This is an optimization exercise on Yosys and OpenROAD, whose aim is small area, a short achievable clock period and few clock cycles, not a production implementation. Function was checked by simulation only, so behaviour that the tests miss may differ from the original. Power figures rest on the tool's default switching activity, not on a simulated workload.

==> flow/design.v <==
module mips_mem_stage (
  input  logic             clk,
  input  logic             rst_n,
  input  logic             req_valid,
  output logic             req_ready,
  input  logic [5:0]       opcode,
  input  logic [31:0]      addr,
  input  logic [31:0]      wdata,
  output logic             resp_valid,
  output logic [31:0]      rdata,
  output logic             addr_err,
  output logic             link_valid,
  output logic [31:0]      link_addr
);
  localparam logic [5:0] OP_SB  = 6'h28;
  localparam logic [5:0] OP_SH  = 6'h29;
  localparam logic [5:0] OP_SW  = 6'h2b;
  localparam logic [5:0] OP_LW  = 6'h23;
  localparam logic [5:0] OP_LBU = 6'h24;
  localparam logic [5:0] OP_LHU = 6'h25;
  localparam logic [5:0] OP_LL  = 6'h30;
  logic [31:0] mem [64];
  logic        is_sb, is_sh, is_sw, is_lw, is_lbu, is_lhu, is_ll;
  logic        mis_h, mis_w;
  logic        st_ok, ld_w, ld_h, ld_b, ll_ok, err;
  logic [3:0]  lane_we;      
  logic [31:0] lane_data;
  logic [3:0]  sel_b0;       
  logic [1:0]  sel_b1;       
  logic        sel_hi;       
  always_comb begin
    is_sb  = (opcode == OP_SB);
    is_sh  = (opcode == OP_SH);
    is_sw  = (opcode == OP_SW);
    is_lw  = (opcode == OP_LW);
    is_lbu = (opcode == OP_LBU);
    is_lhu = (opcode == OP_LHU);
    is_ll  = (opcode == OP_LL);
    mis_h  = addr[0];
    mis_w  = (addr[1:0] != 2'b00);
    st_ok = is_sb || (is_sh && !mis_h) || (is_sw && !mis_w);
    ld_w  = (is_lw || is_ll) && !mis_w;
    ld_h  = is_lhu && !mis_h;
    ld_b  = is_lbu;
    ll_ok = is_ll && !mis_w;
    err   = ((is_sh || is_lhu) && mis_h) || ((is_sw || is_lw || is_ll) && mis_w);
    lane_we = 4'b0000;
    if (is_sw) lane_we = 4'b1111;
    else if (is_sh) lane_we = addr[1] ? 4'b1100 : 4'b0011;
    else if (is_sb) lane_we = 4'b0001 << addr[1:0];
    if (is_sb)      lane_data = {4{wdata[7:0]}};
    else if (is_sh) lane_data = {2{wdata[15:0]}};
    else            lane_data = wdata;
    sel_hi = ld_w;
    sel_b1 = {ld_w || (ld_h && addr[1]), ld_h && !addr[1]};
    sel_b0 = {ld_w || (ld_h && addr[1]) || (ld_b && addr[1:0] == 2'd3),
              ld_b && addr[1:0] == 2'd2,
              (ld_h && !addr[1]) || (ld_b && addr[1:0] == 2'd1),
              ld_b && addr[1:0] == 2'd0};
  end
  always_ff @(posedge clk) begin
    if (req_valid && st_ok) begin
      for (int l = 0; l < 4; l++)
        if (lane_we[l]) mem[addr[7:2]][31-8*l -: 8] <= lane_data[31-8*l -: 8];
    end
  end
  logic        v1;
  logic        err1, ll1, st1, hi1;
  logic [1:0]  b1_1;
  logic [3:0]  b0_1;
  logic [31:2] a1;
  logic [63:0] wsel;         
  always_ff @(posedge clk or negedge rst_n) begin
    if (!rst_n) v1 <= 1'b0;
    else        v1 <= req_valid;
  end
  always_ff @(posedge clk) begin
    begin
      err1 <= err;
      ll1  <= ll_ok;
      st1  <= st_ok;
      hi1  <= sel_hi;
      b1_1 <= sel_b1;
      b0_1 <= sel_b0;
      a1   <= addr[31:2];
      for (int w = 0; w < 64; w++) wsel[w] <= (addr[7:2] == w[5:0]);
    end
  end
  logic [31:0] rd;
  logic [31:0] word;
  for (genvar b = 0; b < 32; b++) begin : g_rd
    logic [7:0]  p;     
    logic [3:0]  q;     
    for (genvar k = 0; k < 8; k++) begin : g_n4
      mm_sel8 u_n (.d({mem[8*k+7][b], mem[8*k+6][b], mem[8*k+5][b], mem[8*k+4][b],
                       mem[8*k+3][b], mem[8*k+2][b], mem[8*k+1][b], mem[8*k][b]}),
                   .s(wsel[8*k +: 8]), .y(p[k]));
    end
    for (genvar k = 0; k < 4; k++) begin : g_o2
      mm_nor2 u_q (.a(p[2*k]), .b(p[2*k+1]), .y(q[k]));
    end
    mm_nand4 u_w (.a(q[0]), .b(q[1]), .c(q[2]), .d(q[3]), .y(word[b]));
  end
  always_comb begin
    rd[31:16] = hi1 ? word[31:16] : 16'h0;
    rd[15:8]  = ({8{b1_1[1]}} & word[15:8]) | ({8{b1_1[0]}} & word[31:24]);
    rd[7:0]   = ({8{b0_1[3]}} & word[7:0])   | ({8{b0_1[2]}} & word[15:8]) |
                ({8{b0_1[1]}} & word[23:16]) | ({8{b0_1[0]}} & word[31:24]);
  end
  logic        resp_q, err_q, lv_q;
  logic [31:0] rdata_q;
  logic [31:2] la_q;
  always_ff @(posedge clk or negedge rst_n) begin
    if (!rst_n) begin
      resp_q <= 1'b0;
      lv_q   <= 1'b0;
      la_q   <= '0;
    end else begin
      resp_q <= v1;
      if (v1) begin
        if (ll1) begin
          lv_q <= 1'b1;
          la_q <= a1;
        end else if (st1 && a1[7:2] == la_q[7:2]) begin
          lv_q <= 1'b0;
        end
      end
    end
  end
  always_ff @(posedge clk) begin
    rdata_q <= rd;
    err_q   <= err1;
  end
  assign req_ready  = 1'b1;
  assign resp_valid = resp_q;
  assign rdata      = rdata_q;
  assign addr_err   = err_q;
  assign link_valid = lv_q;
  assign link_addr  = {la_q, 2'b00};
endmodule
module mm_sel8 (input logic [7:0] d, input logic [7:0] s, output logic y);
  logic [3:0] g;
  assign g[0] = !((d[0] && s[0]) || (d[1] && s[1]));
  assign g[1] = !((d[2] && s[2]) || (d[3] && s[3]));
  assign g[2] = !((d[4] && s[4]) || (d[5] && s[5]));
  assign g[3] = !((d[6] && s[6]) || (d[7] && s[7]));
  assign y = !(g[0] && g[1] && g[2] && g[3]);
endmodule
module mm_nand4 (input logic a, b, c, d, output logic y);
  assign y = !(a && b && c && d);
endmodule
module mm_nor2 (input logic a, b, output logic y);
  assign y = !(a || b);
endmodule
export LEC_CHECK = 0
export CAP_MARGIN = 20
export CORE_MARGIN = 2
export CORE_UTILIZATION = 40
export CTS_CLUSTER_DIAMETER = 80
export CTS_CLUSTER_SIZE = 24
export SETUP_SLACK_MARGIN = 3.0
export SLEW_MARGIN = 20
export SYNTH_HIERARCHICAL = 1
export SYNTH_MINIMUM_KEEP_SIZE = 0
create_clock -name core_clock -period 5.5 [get_ports {clk}]
run.sh (not shown) runs the stock make flow with config.mk's settings and CLKGATE_MAP_FILE= SYNTH_SCRIPT=/design/flow/synth_recipe.tcl, a recipe that flattens the netlist after the stock synthesis.
Testbench counts at the start, summed over its fixed seeds: cycles 24,016.
Change:
--- a/flow/design.v
+++ b/flow/design.v
@@ -58,18 +58,18 @@
               (ld_h && !addr[1]) || (ld_b && addr[1:0] == 2'd1),
               ld_b && addr[1:0] == 2'd0};
   end
-  always_ff @(posedge clk) begin
-    if (req_valid && st_ok) begin
-      for (int l = 0; l < 4; l++)
-        if (lane_we[l]) mem[addr[7:2]][31-8*l -: 8] <= lane_data[31-8*l -: 8];
-    end
-  end
   logic        v1;
   logic        err1, ll1, st1, hi1;
   logic [1:0]  b1_1;
   logic [3:0]  b0_1;
-  logic [31:2] a1;
+  logic [7:2]  a1;
   logic [63:0] wsel;         
+  logic [3:0]  lwe1_n;       
+  logic [31:0] x1;           
+  always_ff @(posedge clk or negedge rst_n) begin
+    if (!rst_n) lwe1_n <= 4'b1111;
+    else        lwe1_n <= (req_valid && st_ok) ? ~lane_we : 4'b1111;
+  end
   always_ff @(posedge clk or negedge rst_n) begin
     if (!rst_n) v1 <= 1'b0;
     else        v1 <= req_valid;
@@ -82,9 +82,23 @@
       hi1  <= sel_hi;
       b1_1 <= sel_b1;
       b0_1 <= sel_b0;
-      a1   <= addr[31:2];
+      a1   <= addr[7:2];
+      x1   <= {is_ll ? addr[31:8] : lane_data[31:8], lane_data[7:0]};
       for (int w = 0; w < 64; w++) wsel[w] <= (addr[7:2] == w[5:0]);
     end
+  end
+  logic [63:0] wsel_n;
+  logic [3:0]  we [64];
+  assign wsel_n = ~wsel;
+  for (genvar w = 0; w < 64; w++) begin : g_we
+    for (genvar l = 0; l < 4; l++) begin : g_l
+      mm_nor2 u_we (.a(wsel_n[w]), .b(lwe1_n[l]), .y(we[w][l]));
+    end
+  end
+  always_ff @(posedge clk) begin
+    for (int w = 0; w < 64; w++)
+      for (int l = 0; l < 4; l++)
+        if (we[w][l]) mem[w][31-8*l -: 8] <= x1[31-8*l -: 8];
   end
   logic [31:0] rd;
   logic [31:0] word;
@@ -99,7 +113,7 @@
     for (genvar k = 0; k < 4; k++) begin : g_o2
       mm_nor2 u_q (.a(p[2*k]), .b(p[2*k+1]), .y(q[k]));
     end
-    mm_nand4 u_w (.a(q[0]), .b(q[1]), .c(q[2]), .d(q[3]), .y(word[b]));
+    assign word[b] = !(&q);
   end
   always_comb begin
     rd[31:16] = hi1 ? word[31:16] : 16'h0;
@@ -120,8 +134,8 @@
       if (v1) begin
         if (ll1) begin
           lv_q <= 1'b1;
-          la_q <= a1;
-        end else if (st1 && a1[7:2] == la_q[7:2]) begin
+          la_q <= {x1[31:8], a1};
+        end else if (st1 && a1 == la_q[7:2]) begin
           lv_q <= 1'b0;
         end
       end
- setup slack improved by 0.056 ns
- worst hold slack improved by 0.074 ns
- clock-buffer cell count decreases by 13
- combinational power decreases by about 35%
- global-route usage decreases by 1.8 points
- die area stays flat
- core utilization decreases by 3.5 points
Testbench counts after the change, summed over its fixed seeds: cycles 24,016.

* * *

Setup of gamma:
mips_mem_stage, a different RTL version from the one above (not shown whole).
Size: roughly 4,300 cells after synthesis, roughly 2,200 flip-flops, ~140 I/O pins.
==> module mips_mem_stage, before the edit <==
module mips_mem_stage (
  input  logic             clk,
  input  logic             rst_n,
  input  logic             req_valid,
  output logic             req_ready,
  input  logic [5:0]       opcode,
  input  logic [31:0]      addr,
  input  logic [31:0]      wdata,
  output logic             resp_valid,
  output logic [31:0]      rdata,
  output logic             addr_err,
  output logic             link_valid,
  output logic [31:0]      link_addr
);
  localparam logic [5:0] OP_SB  = 6'h28;
  localparam logic [5:0] OP_SH  = 6'h29;
  localparam logic [5:0] OP_SW  = 6'h2b;
  localparam logic [5:0] OP_LW  = 6'h23;
  localparam logic [5:0] OP_LBU = 6'h24;
  localparam logic [5:0] OP_LHU = 6'h25;
  localparam logic [5:0] OP_LL  = 6'h30;
  logic [31:0] mem [64];
  logic        is_sb, is_sh, is_sw, is_lw, is_lbu, is_lhu, is_ll;
  logic        mis_h, mis_w;
  logic        st_ok, ld_w, ld_h, ld_b, ll_ok, err;
  logic [3:0]  lane_we;      
  logic [31:0] lane_data;
  logic [3:0]  sel_b0;       
  logic [1:0]  sel_b1;       
  logic        sel_hi;       
  always_comb begin
    is_sb  = (opcode == OP_SB);
    is_sh  = (opcode == OP_SH);
    is_sw  = (opcode == OP_SW);
    is_lw  = (opcode == OP_LW);
    is_lbu = (opcode == OP_LBU);
    is_lhu = (opcode == OP_LHU);
    is_ll  = (opcode == OP_LL);
    mis_h  = addr[0];
    mis_w  = (addr[1:0] != 2'b00);
    st_ok = is_sb || (is_sh && !mis_h) || (is_sw && !mis_w);
    ld_w  = (is_lw || is_ll) && !mis_w;
    ld_h  = is_lhu && !mis_h;
    ld_b  = is_lbu;
    ll_ok = is_ll && !mis_w;
    err   = ((is_sh || is_lhu) && mis_h) || ((is_sw || is_lw || is_ll) && mis_w);
    lane_we = 4'b0000;
    if (is_sw) lane_we = 4'b1111;
    else if (is_sh) lane_we = addr[1] ? 4'b1100 : 4'b0011;
    else if (is_sb) lane_we = 4'b0001 << addr[1:0];
    if (is_sb)      lane_data = {4{wdata[7:0]}};
    else if (is_sh) lane_data = {2{wdata[15:0]}};
    else            lane_data = wdata;
    sel_hi = ld_w;
    sel_b1 = {ld_w || (ld_h && addr[1]), ld_h && !addr[1]};
    sel_b0 = {ld_w || (ld_h && addr[1]) || (ld_b && addr[1:0] == 2'd3),
              ld_b && addr[1:0] == 2'd2,
              (ld_h && !addr[1]) || (ld_b && addr[1:0] == 2'd1),
              ld_b && addr[1:0] == 2'd0};
  end
  logic        v1;
  logic        err1, ll1, st1, hi1;
  logic [1:0]  b1_1;         
  logic [3:0]  b0_1;
  logic [7:2]  a1;
  logic [63:0] wsel;         
  logic [3:0]  lwe1;         
  logic [31:0] x1;           
  always_ff @(posedge clk or negedge rst_n) begin
    if (!rst_n) lwe1 <= 4'b0000;
    else        lwe1 <= (req_valid && st_ok) ? lane_we : 4'b0000;
  end
  always_ff @(posedge clk or negedge rst_n) begin
    if (!rst_n) v1 <= 1'b0;
    else        v1 <= req_valid;
  end
  always_ff @(posedge clk) begin
    begin
      err1 <= err;
      ll1  <= ll_ok;
      st1  <= st_ok;
      hi1  <= sel_hi;
      b1_1 <= sel_b1;
      b0_1 <= sel_b0;
      a1   <= addr[7:2];
      x1   <= {is_ll ? addr[31:8] : lane_data[31:8], lane_data[7:0]};
      for (int w = 0; w < 64; w++) wsel[w] <= (addr[7:2] == w[5:0]);
    end
  end
  always_ff @(posedge clk) begin
    for (int w = 0; w < 64; w++)
      for (int l = 0; l < 4; l++)
        if (wsel[w] && lwe1[l]) mem[w][31-8*l -: 8] <= x1[31-8*l -: 8];
  end
  logic [31:0] rd;
  logic [3:0]  u [32];
  for (genvar b = 0; b < 32; b++) begin : g_rd
    logic [7:0]  p;     
    for (genvar k = 0; k < 8; k++) begin : g_n4
      mm_sel8 u_n (.d({mem[8*k+7][b], mem[8*k+6][b], mem[8*k+5][b], mem[8*k+4][b],
                       mem[8*k+3][b], mem[8*k+2][b], mem[8*k+1][b], mem[8*k][b]}),
                   .s(wsel[8*k +: 8]), .y(p[k]));
    end
    for (genvar k = 0; k < 4; k++) begin : g_o2
      mm_or2 u_q (.a(p[2*k]), .b(p[2*k+1]), .y(u[b][k]));
    end
  end
  for (genvar j = 0; j < 16; j++) begin : g_hi
    mm_o41a u_h (.a(u[16+j][0]), .b(u[16+j][1]), .c(u[16+j][2]), .d(u[16+j][3]), .e(hi1), .y(rd[16+j]));
  end
  for (genvar j = 0; j < 8; j++) begin : g_b1
    logic [1:0] t;
    mm_o41ai u_t1 (.a(u[8+j][0]),  .b(u[8+j][1]),  .c(u[8+j][2]),  .d(u[8+j][3]),  .e(b1_1[1]), .y(t[1]));
    mm_o41ai u_t0 (.a(u[24+j][0]), .b(u[24+j][1]), .c(u[24+j][2]), .d(u[24+j][3]), .e(b1_1[0]), .y(t[0]));
    mm_nand2 u_r (.a(t[1]), .b(t[0]), .y(rd[8+j]));
  end
  for (genvar j = 0; j < 8; j++) begin : g_b0
    logic [3:0] t;
    for (genvar l = 0; l < 4; l++) begin : g_l
      mm_o41ai u_t (.a(u[24-8*l+j][0]), .b(u[24-8*l+j][1]), .c(u[24-8*l+j][2]), .d(u[24-8*l+j][3]),
                    .e(b0_1[l]), .y(t[l]));
    end
    mm_nand4 u_r (.a(t[0]), .b(t[1]), .c(t[2]), .d(t[3]), .y(rd[j]));
  end
  logic        resp_q, err_q, lv_q;
  logic [31:0] rdata_q;
  logic [31:2] la_q;
  always_ff @(posedge clk or negedge rst_n) begin
    if (!rst_n) begin
      resp_q <= 1'b0;
      lv_q   <= 1'b0;
      la_q   <= '0;
    end else begin
      resp_q <= v1;
      if (v1) begin
        if (ll1) begin
          lv_q <= 1'b1;
          la_q <= {x1[31:8], a1};
        end else if (st1 && a1 == la_q[7:2]) begin
          lv_q <= 1'b0;
        end
      end
    end
  end
  always_ff @(posedge clk) begin
    rdata_q <= rd;
    err_q   <= err1;
  end
  assign req_ready  = 1'b1;
  assign resp_valid = resp_q;
  assign rdata      = rdata_q;
  assign addr_err   = err_q;
  assign link_valid = lv_q;
  assign link_addr  = {la_q, 2'b00};
endmodule
==> module mm_o41a, before the edit <==
module mm_o41a (input logic a, b, c, d, e, output logic y);
  assign y = (a || b || c || d) && e;
endmodule
==> module mm_o41ai, before the edit <==
module mm_o41ai (input logic a, b, c, d, e, output logic y);
  assign y = !((a || b || c || d) && e);
endmodule
==> module mm_or2, before the edit <==
module mm_or2 (input logic a, b, output logic y);
  assign y = a || b;
endmodule
make LEC_CHECK=0 CAP_MARGIN=20 CORE_MARGIN=2 CORE_UTILIZATION=55 CTS_CLUSTER_DIAMETER=80 CTS_CLUSTER_SIZE=24 SETUP_SLACK_MARGIN=3.1 SLEW_MARGIN=20 SYNTH_HIERARCHICAL=1 SYNTH_MINIMUM_KEEP_SIZE=0 finish   # period 5.5 ns
Testbench counts of gamma, summed over its fixed seeds: cycles 24,016.
[inputs] beta vs gamma
--- a/flow/design.v
+++ b/flow/design.v
@@ -56,72 +56,80 @@
     sel_b0 = {ld_w || (ld_h && addr[1]) || (ld_b && addr[1:0] == 2'd3),
               ld_b && addr[1:0] == 2'd2,
               (ld_h && !addr[1]) || (ld_b && addr[1:0] == 2'd1),
               ld_b && addr[1:0] == 2'd0};
   end
   logic        v1;
-  logic        err1, ll1, st1, hi1;
-  logic [1:0]  b1_1;         
-  logic [3:0]  b0_1;
+  logic        err1, ll1, st1, hi1_n;
+  logic [1:0]  b1_n;         
+  logic [3:0]  b0_n;
   logic [7:2]  a1;
   logic [63:0] wsel;         
-  logic [3:0]  lwe1;         
+  logic [3:0]  lwe1_n;       
   logic [31:0] x1;           
   always_ff @(posedge clk or negedge rst_n) begin
-    if (!rst_n) lwe1 <= 4'b0000;
-    else        lwe1 <= (req_valid && st_ok) ? lane_we : 4'b0000;
+    if (!rst_n) lwe1_n <= 4'b1111;
+    else        lwe1_n <= (req_valid && st_ok) ? ~lane_we : 4'b1111;
   end
   always_ff @(posedge clk or negedge rst_n) begin
     if (!rst_n) v1 <= 1'b0;
     else        v1 <= req_valid;
   end
   always_ff @(posedge clk) begin
     begin
       err1 <= err;
       ll1  <= ll_ok;
       st1  <= st_ok;
-      hi1  <= sel_hi;
-      b1_1 <= sel_b1;
-      b0_1 <= sel_b0;
+      hi1_n <= !sel_hi;
+      b1_n  <= ~sel_b1;
+      b0_n  <= ~sel_b0;
       a1   <= addr[7:2];
       x1   <= {is_ll ? addr[31:8] : lane_data[31:8], lane_data[7:0]};
       for (int w = 0; w < 64; w++) wsel[w] <= (addr[7:2] == w[5:0]);
     end
   end
+  logic [63:0] wsel_n;
+  logic [3:0]  we [64];
+  assign wsel_n = ~wsel;
+  for (genvar w = 0; w < 64; w++) begin : g_we
+    for (genvar l = 0; l < 4; l++) begin : g_l
+      mm_nor2 u_we (.a(wsel_n[w]), .b(lwe1_n[l]), .y(we[w][l]));
+    end
+  end
   always_ff @(posedge clk) begin
     for (int w = 0; w < 64; w++)
       for (int l = 0; l < 4; l++)
-        if (wsel[w] && lwe1[l]) mem[w][31-8*l -: 8] <= x1[31-8*l -: 8];
+        if (we[w][l]) mem[w][31-8*l -: 8] <= x1[31-8*l -: 8];
   end
   logic [31:0] rd;
-  logic [3:0]  u [32];
+  logic [3:0]  q [32];
   for (genvar b = 0; b < 32; b++) begin : g_rd
     logic [7:0]  p;     
     for (genvar k = 0; k < 8; k++) begin : g_n4
       mm_sel8 u_n (.d({mem[8*k+7][b], mem[8*k+6][b], mem[8*k+5][b], mem[8*k+4][b],
                        mem[8*k+3][b], mem[8*k+2][b], mem[8*k+1][b], mem[8*k][b]}),
                    .s(wsel[8*k +: 8]), .y(p[k]));
     end
     for (genvar k = 0; k < 4; k++) begin : g_o2
-      mm_or2 u_q (.a(p[2*k]), .b(p[2*k+1]), .y(u[b][k]));
+      mm_nor2 u_q (.a(p[2*k]), .b(p[2*k+1]), .y(q[b][k]));
     end
   end
   for (genvar j = 0; j < 16; j++) begin : g_hi
-    mm_o41a u_h (.a(u[16+j][0]), .b(u[16+j][1]), .c(u[16+j][2]), .d(u[16+j][3]), .e(hi1), .y(rd[16+j]));
+    mm_a41oi u_h (.a(q[16+j][0]), .b(q[16+j][1]), .c(q[16+j][2]), .d(q[16+j][3]), .e(hi1_n), .y(rd[16+j]));
   end
   for (genvar j = 0; j < 8; j++) begin : g_b1
     logic [1:0] t;
-    mm_o41ai u_t1 (.a(u[8+j][0]),  .b(u[8+j][1]),  .c(u[8+j][2]),  .d(u[8+j][3]),  .e(b1_1[1]), .y(t[1]));
-    mm_o41ai u_t0 (.a(u[24+j][0]), .b(u[24+j][1]), .c(u[24+j][2]), .d(u[24+j][3]), .e(b1_1[0]), .y(t[0]));
+    mm_a41o u_t1 (.a(q[8+j][0]),  .b(q[8+j][1]),  .c(q[8+j][2]),  .d(q[8+j][3]),  .e(b1_n[1]), .y(t[1]));
+    mm_a41o u_t0 (.a(q[24+j][0]), .b(q[24+j][1]), .c(q[24+j][2]), .d(q[24+j][3]), .e(b1_n[0]), .y(t[0]));
     mm_nand2 u_r (.a(t[1]), .b(t[0]), .y(rd[8+j]));
   end
   for (genvar j = 0; j < 8; j++) begin : g_b0
     logic [3:0] t;
     for (genvar l = 0; l < 4; l++) begin : g_l
-      mm_o41ai u_t (.a(u[24-8*l+j][0]), .b(u[24-8*l+j][1]), .c(u[24-8*l+j][2]), .d(u[24-8*l+j][3]),
-                    .e(b0_1[l]), .y(t[l]));
+      mm_a41o u_t (.a(q[24-8*l+j][0]), .b(q[24-8*l+j][1]), .c(q[24-8*l+j][2]), .d(q[24-8*l+j][3]),
+                   .e(b0_n[l]), .y(t[l]));
     end
     mm_nand4 u_r (.a(t[0]), .b(t[1]), .c(t[2]), .d(t[3]), .y(rd[j]));
   end
   logic        resp_q, err_q, lv_q;
   logic [31:0] rdata_q;
   logic [31:2] la_q;
@@ -164,15 +172,15 @@
 module mm_nand4 (input logic a, b, c, d, output logic y);
   assign y = !(a && b && c && d);
 endmodule
 module mm_nand2 (input logic a, b, output logic y);
   assign y = !(a && b);
 endmodule
-module mm_o41a (input logic a, b, c, d, e, output logic y);
-  assign y = (a || b || c || d) && e;
+module mm_a41oi (input logic a, b, c, d, e, output logic y);
+  assign y = !((a && b && c && d) || e);
 endmodule
-module mm_o41ai (input logic a, b, c, d, e, output logic y);
-  assign y = !((a || b || c || d) && e);
+module mm_a41o (input logic a, b, c, d, e, output logic y);
+  assign y = (a && b && c && d) || e;
 endmodule
-module mm_or2 (input logic a, b, output logic y);
-  assign y = a || b;
+module mm_nor2 (input logic a, b, output logic y);
+  assign y = !(a || b);
 endmodule
Notes after the runs:
On utilization, gamma and beta are basically level. On hold violation count in the final report, gamma and beta are basically level. Taking gamma as the reference, in beta number of logic stages on the critical path including buffering ~0 delta, final critical-path required period +0.014 ns, slack of the critical path -0.014 ns, mean instance size in the synthesized netlist -0.39 um2. From gamma to beta the numbers moved as follows: total power +0.96%; number of buffers created by CTS +3; number of signal-net buffers in the layout -10; worst clock skew on the final layout -0.0040 ns; number of antenna repair diodes +3. beta vs gamma — cell area after layout dropped slightly.
Testbench counts of beta, summed over its fixed seeds: cycles 24,016.

## static timing again, ports no longer ideal
The results above use ideal ports. As a check the final layouts listed here were re-extracted and re-timed, cells and wires unchanged. Step 1, drivers: a clkbuf_16 drives clk and a buf_2 each remaining input, both assumed. Step 2, shift: input delay + t, output delay - t, t = (earliest + latest rising clock arrival at the registers) / 2. This alone moves slack from input paths to output paths. Three values: ideal, step 1, step 2; two values: the first two.
run	t, ns	setup slack, ns	worst setup path after step 2
the first run of note 1	0.839	2.910 / 2.864 / 2.025	input to register
the second run of note 1	0.834	2.966 / 2.966 / 2.365	input to register
gamma	0.818	3.045 / 2.964 / 2.460	input to register
beta	0.841	3.031 / 2.944 / 2.447	input to register
After both steps every run listed still meets setup and hold. The setup slack of the first run of note 1, which loses most, moves by -0.046 ns with the drivers and by -0.885 ns with both steps.
